Source: an optimization exercise on an open RTL-to-GDS flow (aim: small area, a short achievable clock period and few clock cycles per item). Production flows keep margins and buffers that such runs may drop. At most, simulation tests tie the RTL to the original design; equivalence was not proved. Power figures rest on the tool's default switching activity, not on a simulated workload.

== P ==
Design loeffler_dct_8, start of the top module:
module loeffler_dct_8 (
    input  wire logic    clock,
    input  wire logic    nreset,
    input  wire dct_pkg::sample_t fetch_data,
    output dct_pkg::bin_t         fetch_addr,
    output dct_pkg::result_t      result,
    output logic         frame_done
);
==> module loeffler_dct_8, before the edit <==
module loeffler_dct_8 (
    input  wire logic    clock,
    input  wire logic    nreset,
    input  wire dct_pkg::sample_t fetch_data,
    output dct_pkg::bin_t         fetch_addr,
    output dct_pkg::result_t      result,
    output logic         frame_done
);
    logic [8:0] p;
    logic       run;                 
    wire  [8:0] np = nreset ? 9'd1 : {p[7:0], p[8]};
    always_ff @(posedge clock) begin
        p <= np;
        if (nreset)
            run <= 1'b0;
        else if (p[8])
            run <= 1'b1;
    end
    assign frame_done = p[8];
    always_comb begin
        fetch_addr = 3'd5;
        if (p[0]) fetch_addr = 3'd0;
        if (p[1]) fetch_addr = 3'd7;
        if (p[2]) fetch_addr = 3'd3;
        if (p[3]) fetch_addr = 3'd4;
        if (p[4]) fetch_addr = 3'd1;
        if (p[5]) fetch_addr = 3'd6;
        if (p[6]) fetch_addr = 3'd2;
    end
    wire signed [7:0] x = fetch_data;
    logic signed [7:0] h;
    logic signed [8:0] k;
    logic signed [8:0] d;
    logic signed [9:0] ea, eb;           
    logic signed [10:0] ev;              
    logic signed [10:0] bq1, bq2;        
    wire esum = p[4] || p[8];
    wire signed [9:0] u1 = 10'(h) + 10'(x) + (esum ? 10'(k) : 10'sd0);
    wire signed [9:0] u3 = 10'(k) - 10'(h) - 10'(x);
    wire signed [8:0] u2 = 9'(h) - 9'(x);
    always_ff @(posedge clock) begin
        h <= x;                          
        if (p[2] || p[6]) k <= u1[8:0];
        if (p[2] || p[4] || p[6] || p[8]) d <= u2;
        if (p[4]) ea <= u1;
        if (esum) eb <= u3;
        if (p[8])
            ev <= 11'(u1);
        else if (p[5])
            ev <= 11'(ea);
        else if (p[6] || p[1])
            ev <= 11'(eb);
        else if (p[3])
            ev <= bq1;
        else if (p[4])
            ev <= bq2;
    end
    logic signed [8:0] op, ow;           
    logic signed [9:0] o0, o1, o2, o3;
    logic oa, ob, c213, c251, c142, c50, c2x, oxs, oys;
    always_ff @(posedge clock) begin
        oa   <= np[3] || np[5] || np[7] || np[0];
        ob   <= np[4] || np[6] || np[8] || np[1];
        c213 <= np[3] || np[5];
        c251 <= np[7] || np[0];
        c142 <= np[4] || np[6];
        c50  <= np[8] || np[1];
        c2x  <= np[3] || np[5] || np[8] || np[1];
        oxs  <= np[5] || np[0];          
        oys  <= np[6] || np[1];          
    end
    wire signed [18:0] wd = 19'(d);
    wire signed [18:0] oc =
          (ob ? 19'sd255 : 19'sd0)
        + (c2x ? 19'sd1 : 19'sd0)
        + (oxs ? 19'sd1 : 19'sd0);
    wire [18:0] or1 = {19{oa}} & (wd <<< 8);
    wire [18:0] or2 = ({19{c142}} & (wd <<< 7)) | ({19{c2x}} & (wd <<< 5));
    wire [18:0] or3 = ({19{ob}} & (wd <<< 4)) | ({19{c213}} & (wd <<< 3)) | ({19{c251}} & (wd <<< 2));
    wire [18:0] or4 = ({19{c142}} & (wd <<< 1)) | ({19{c2x}} & ~(wd <<< 1));
    wire [18:0] or5 = {19{oa}} & wd;
    wire [18:0] or6 = ({19{oxs}} & ~(19'(ow) <<< 8)) | ({19{oys}} & (19'(op) <<< 8));
    wire signed [18:0] ot =
          $signed(or1) - $signed(or2) - $signed(or3) + $signed(or4) - $signed(or5)
        + $signed(or6) + oc;
    wire signed [9:0] ov = ot[17:8];
    always_ff @(posedge clock) begin
        if (p[3] || p[7]) op <= ov[8:0];
        ow <= ov[8:0];                   
        if (p[5]) o0 <= ov;
        if (p[6]) o3 <= ov;
        if (p[0]) o1 <= ov;
        if (p[1]) o2 <= ov;
    end
    logic signed [8:0]  x91;
    logic signed [9:0]  p139;
    logic signed [10:0] w334;
    logic a91, a139, b91, b334, m362, eA, exy, ex2, ey3;
    always_ff @(posedge clock) begin
        a91  <= np[6] || np[0];
        a139 <= np[7] || np[2];
        b91  <= np[1];
        b334 <= np[8] || np[3];
        m362 <= np[4] || np[5];
        eA   <= np[6] || np[0] || np[7] || np[2];
        exy  <= np[0] || np[1];
        ex2  <= np[2];
        ey3  <= np[3];
    end
    wire signed [19:0] we = 20'(ev);
    wire signed [19:0] ec =
          (a91 ? 20'sd3 : 20'sd0)
        + (a139 ? 20'sd2 : 20'sd0)
        + (ex2 ? 20'sd1 : 20'sd0)
        + (b91 ? 20'sd256 : 20'sd0)
        + (b334 ? 20'sd258 : 20'sd0);
    wire [19:0] er1 = ({20{eA}} & (we <<< 7)) | ({20{b91}} & ~(we <<< 7)) |
                      ({20{b334}} & ~(we <<< 8)) | ({20{m362}} & (we <<< 8));
    wire [19:0] er2 = ({20{a91}} & ~(we <<< 5)) | ({20{a139}} & (we <<< 4)) |
                      ({20{b91}} & (we <<< 5)) | ({20{b334}} & ~(we <<< 6)) | ({20{m362}} & (we <<< 6));
    wire [19:0] er3 = ({20{eA}} & ~(we <<< 2)) | ({20{b91}} & (we <<< 2)) |
                      ({20{b334}} & ~(we <<< 4)) | ({20{m362}} & (we <<< 5));
    wire [19:0] er4 = ({20{eA}} & ~we) | ({20{b91}} & we) | ({20{b334}} & (we <<< 1)) |
                      ({20{m362}} & (we <<< 3));
    wire [19:0] er5 = ({20{exy}} & (20'(x91) <<< 8)) | ({20{ex2}} & ~(20'(w334) <<< 8)) |
                      ({20{ey3}} & (20'(p139) <<< 8)) | ({20{m362}} & (we <<< 1));
    wire signed [19:0] et =
          $signed(er1) + $signed(er2) + $signed(er3) + $signed(er4) + $signed(er5) + ec;
    wire signed [11:0] evr = et[19:8];
    always_ff @(posedge clock) begin
        if (p[6]) x91  <= evr[8:0];
        if (p[7]) p139 <= evr[9:0];
        if (p[8]) w334 <= evr[10:0];
    end
    wire signed [11:0] qa = p[2] ? 12'(o3) : (p[3] || p[4]) ? 12'(o0) : p[5] ? 12'(o1) :
                            p[6] ? 12'(bq1) : 12'(bq2);
    wire signed [11:0] qb = p[2] ? 12'(o1) : (p[3] || p[4]) ? 12'(o2) : p[5] ? 12'(o3) :
                            p[6] ? 12'(bq2) : 12'(bq1);
    wire qn = p[2] || p[3] || p[7];
    wire signed [11:0] qs = qa + (qn ? ~qb : qb) + (qn ? 12'sd1 : 12'sd0);
    always_ff @(posedge clock) begin
        if (p[2] || p[4]) bq1 <= qs[10:0];
        if (p[3] || p[5]) bq2 <= qs[10:0];
    end
    logic signed [11:0] r;
    logic               rvalid;
    logic [2:0]         ridx;
    always_ff @(posedge clock) begin
        if (p[6] || p[7])
            r <= qs;
        else
            r <= evr;
        rvalid <= run && !p[8] && !nreset;
        ridx   <= (p[0] ? 3'd0 : 3'd0) | (p[1] ? 3'd4 : 3'd0) | (p[2] ? 3'd2 : 3'd0) |
                  (p[3] ? 3'd6 : 3'd0) | (p[4] ? 3'd3 : 3'd0) | (p[5] ? 3'd5 : 3'd0) |
                  (p[6] ? 3'd1 : 3'd0) | (p[7] ? 3'd7 : 3'd0);
    end
    assign result.valid = rvalid;
    assign result.index = ridx;
    assign result.data  = 16'(r);
endmodule
Settings: LEC_CHECK=0, CAP_MARGIN=20, CORE_MARGIN=2, CORE_UTILIZATION=60, SETUP_SLACK_MARGIN=4.5, SLEW_MARGIN=20, TNS_END_PERCENT=5; clock period 8.5 ns.
run.sh (not shown) runs the stock make flow with config.mk's settings and CLKGATE_MAP_FILE= SYNTH_SCRIPT=/design/flow/synth_recipe.tcl, a recipe that flattens the netlist after the stock synthesis.
Testbench counts of P, summed over its fixed seeds: cycles 3,528, frames 384.
--- input diff P..Q ---
diff --git a/flow/design.v b/flow/design.v
--- a/flow/design.v
+++ b/flow/design.v
@@ -71,11 +71,11 @@
     wire signed [8:0] u2 = 9'(h) - 9'(x);
     always_ff @(posedge clock) begin
         h <= x;                          
         if (p[2] || p[6]) k <= u1[8:0];
         if (p[2] || p[4] || p[6] || p[8]) d <= u2;
-        if (p[4]) ea <= u1;
+        ea <= u1;                        
         if (esum) eb <= u3;
         if (p[8])
             ev <= 11'(u1);
         else if (p[5])
             ev <= 11'(ea);
@@ -86,12 +86,15 @@
         else if (p[4])
             ev <= bq2;
     end
     logic signed [8:0] op, ow;           
     logic signed [9:0] o0, o1, o2, o3;
-    logic oa, ob, c213, c251, c142, c50, c2x, oxs, oys;
+    logic oa, ob, c213, c251, c142, c50, c2x, oxs, oys, ok0, ok1, ok2;
     always_ff @(posedge clock) begin
+        ok0  <= np[5] || np[0] || np[4] || np[6];
+        ok1  <= np[7] || np[0] || np[8] || np[1];
+        ok2  <= np[3] || np[5];
         oa   <= np[3] || np[5] || np[7] || np[0];
         ob   <= np[4] || np[6] || np[8] || np[1];
         c213 <= np[3] || np[5];
         c251 <= np[7] || np[0];
         c142 <= np[4] || np[6];
@@ -99,22 +102,20 @@
         c2x  <= np[3] || np[5] || np[8] || np[1];
         oxs  <= np[5] || np[0];          
         oys  <= np[6] || np[1];          
     end
     wire signed [18:0] wd = 19'(d);
-    wire signed [18:0] oc =
-          (ob ? 19'sd255 : 19'sd0)
-        + (c2x ? 19'sd1 : 19'sd0)
-        + (oxs ? 19'sd1 : 19'sd0);
-    wire [18:0] or1 = {19{oa}} & (wd <<< 8);
-    wire [18:0] or2 = ({19{c142}} & (wd <<< 7)) | ({19{c2x}} & (wd <<< 5));
-    wire [18:0] or3 = ({19{ob}} & (wd <<< 4)) | ({19{c213}} & (wd <<< 3)) | ({19{c251}} & (wd <<< 2));
-    wire [18:0] or4 = ({19{c142}} & (wd <<< 1)) | ({19{c2x}} & ~(wd <<< 1));
-    wire [18:0] or5 = {19{oa}} & wd;
+    wire signed [18:0] oc = $signed({10'd0, ob, 5'd0, ok2, ok1, ok0});
+    wire [18:0] or1 = ({19{oa}} & (wd <<< 8)) | ({19{c142}} & ~(wd <<< 7)) | ({19{c50}} & ~(wd <<< 5));
+    wire [18:0] or2 = ({19{c213}} & ~(wd <<< 5)) | ({19{ob}} & ~(wd <<< 4));
+    wire [18:0] or3 = ({19{c213}} & ~(wd <<< 3)) | ({19{c251}} & ~(wd <<< 2)) |
+                      ({19{c142}} & (wd <<< 1)) | ({19{c50}} & ~(wd <<< 1));
+    wire [18:0] or4 = {19{c213}} & ~(wd <<< 1);
+    wire [18:0] or5 = {19{oa}} & ~wd;
     wire [18:0] or6 = ({19{oxs}} & ~(19'(ow) <<< 8)) | ({19{oys}} & (19'(op) <<< 8));
     wire signed [18:0] ot =
-          $signed(or1) - $signed(or2) - $signed(or3) + $signed(or4) - $signed(or5)
+          $signed(or1) + $signed(or2) + $signed(or3) + $signed(or4) + $signed(or5)
         + $signed(or6) + oc;
     wire signed [9:0] ov = ot[17:8];
     always_ff @(posedge clock) begin
         if (p[3] || p[7]) op <= ov[8:0];
         ow <= ov[8:0];                   
@@ -124,12 +125,15 @@
         if (p[1]) o2 <= ov;
     end
     logic signed [8:0]  x91;
     logic signed [9:0]  p139;
     logic signed [10:0] w334;
-    logic a91, a139, b91, b334, m362, eA, exy, ex2, ey3;
+    logic a91, a139, b91, b334, m362, eA, exy, ex2, ey3, ek0, ek1, ek8;
     always_ff @(posedge clock) begin
+        ek0  <= np[6] || np[0] || np[2];
+        ek1  <= np[6] || np[7] || np[8] || np[0] || np[2] || np[3];
+        ek8  <= np[8] || np[1] || np[3];
         a91  <= np[6] || np[0];
         a139 <= np[7] || np[2];
         b91  <= np[1];
         b334 <= np[8] || np[3];
         m362 <= np[4] || np[5];
@@ -137,16 +141,11 @@
         exy  <= np[0] || np[1];
         ex2  <= np[2];
         ey3  <= np[3];
     end
     wire signed [19:0] we = 20'(ev);
-    wire signed [19:0] ec =
-          (a91 ? 20'sd3 : 20'sd0)
-        + (a139 ? 20'sd2 : 20'sd0)
-        + (ex2 ? 20'sd1 : 20'sd0)
-        + (b91 ? 20'sd256 : 20'sd0)
-        + (b334 ? 20'sd258 : 20'sd0);
+    wire signed [19:0] ec = $signed({11'd0, ek8, 6'd0, ek1, ek0});
     wire [19:0] er1 = ({20{eA}} & (we <<< 7)) | ({20{b91}} & ~(we <<< 7)) |
                       ({20{b334}} & ~(we <<< 8)) | ({20{m362}} & (we <<< 8));
     wire [19:0] er2 = ({20{a91}} & ~(we <<< 5)) | ({20{a139}} & (we <<< 4)) |
                       ({20{b91}} & (we <<< 5)) | ({20{b334}} & ~(we <<< 6)) | ({20{m362}} & (we <<< 6));
     wire [19:0] er3 = ({20{eA}} & ~(we <<< 2)) | ({20{b91}} & (we <<< 2)) |
Q vs. P: total number of vias moved up, number of distinct library cell variants in the gate-level netlist after synthesis picked up an extra about 1.6%, clock power share moved up, hold slack moved up, number of fillers in the final layout went down about 0.5%.
From P to Q the numbers moved as follows: maximum frequency higher; count of mapped cells out of synthesis higher.
The sequential cell count reported for Q is greater than that of P by 5.
Setup slack at placement ends up higher on Q.
Compared with P, Q shows cell count that has gone up by a few percent.
[compare] base=P new=Q: global-route usage went up, proportion of power drawn by combinational gates shrank by 1.9 points.
NOTE layout buffer count excluding clock buffers P->Q increased by more than a quarter
Q ended up with o0[7]$_DFFE_PP_ as its end of the critical path; P ended up with o2[8]$_DFFE_PP_.
For Q, only the layout was checked, not whether the RTL still works.

afterwards: timing with drivers on the ports:
No port has a modelled driver above. Below, the same layouts with a new extraction and two added sets of constraints. Step 1 sets driving cells, clkbuf_16 on the clock port and buf_2 on the other inputs (assumed; they add their load-dependent delay and slew). Step 2 times the ports against the registers' clock, not the clock port: input delays grow and output delays shrink by t, the midpoint of the rising clock arrivals with the driver on. a / b / c = ideal / step 1 / step 2; a / b = the first two.
| run | t, ns | slack for setup (ns) | slew at the worst register clock pin (ns) |
|---|---|---|---|
| P | 0.564 | 3.348 / 3.348 / 3.348 | 0.07 / 0.07 |
| Q | 0.553 | 3.516 / 3.516 / 3.311 | 0.07 / 0.07 |
After both steps setup and hold are still met in every run listed. For Q, which loses most, drivers alone change the setup slack by 0.000 ns; drivers and shift together by -0.205 ns.
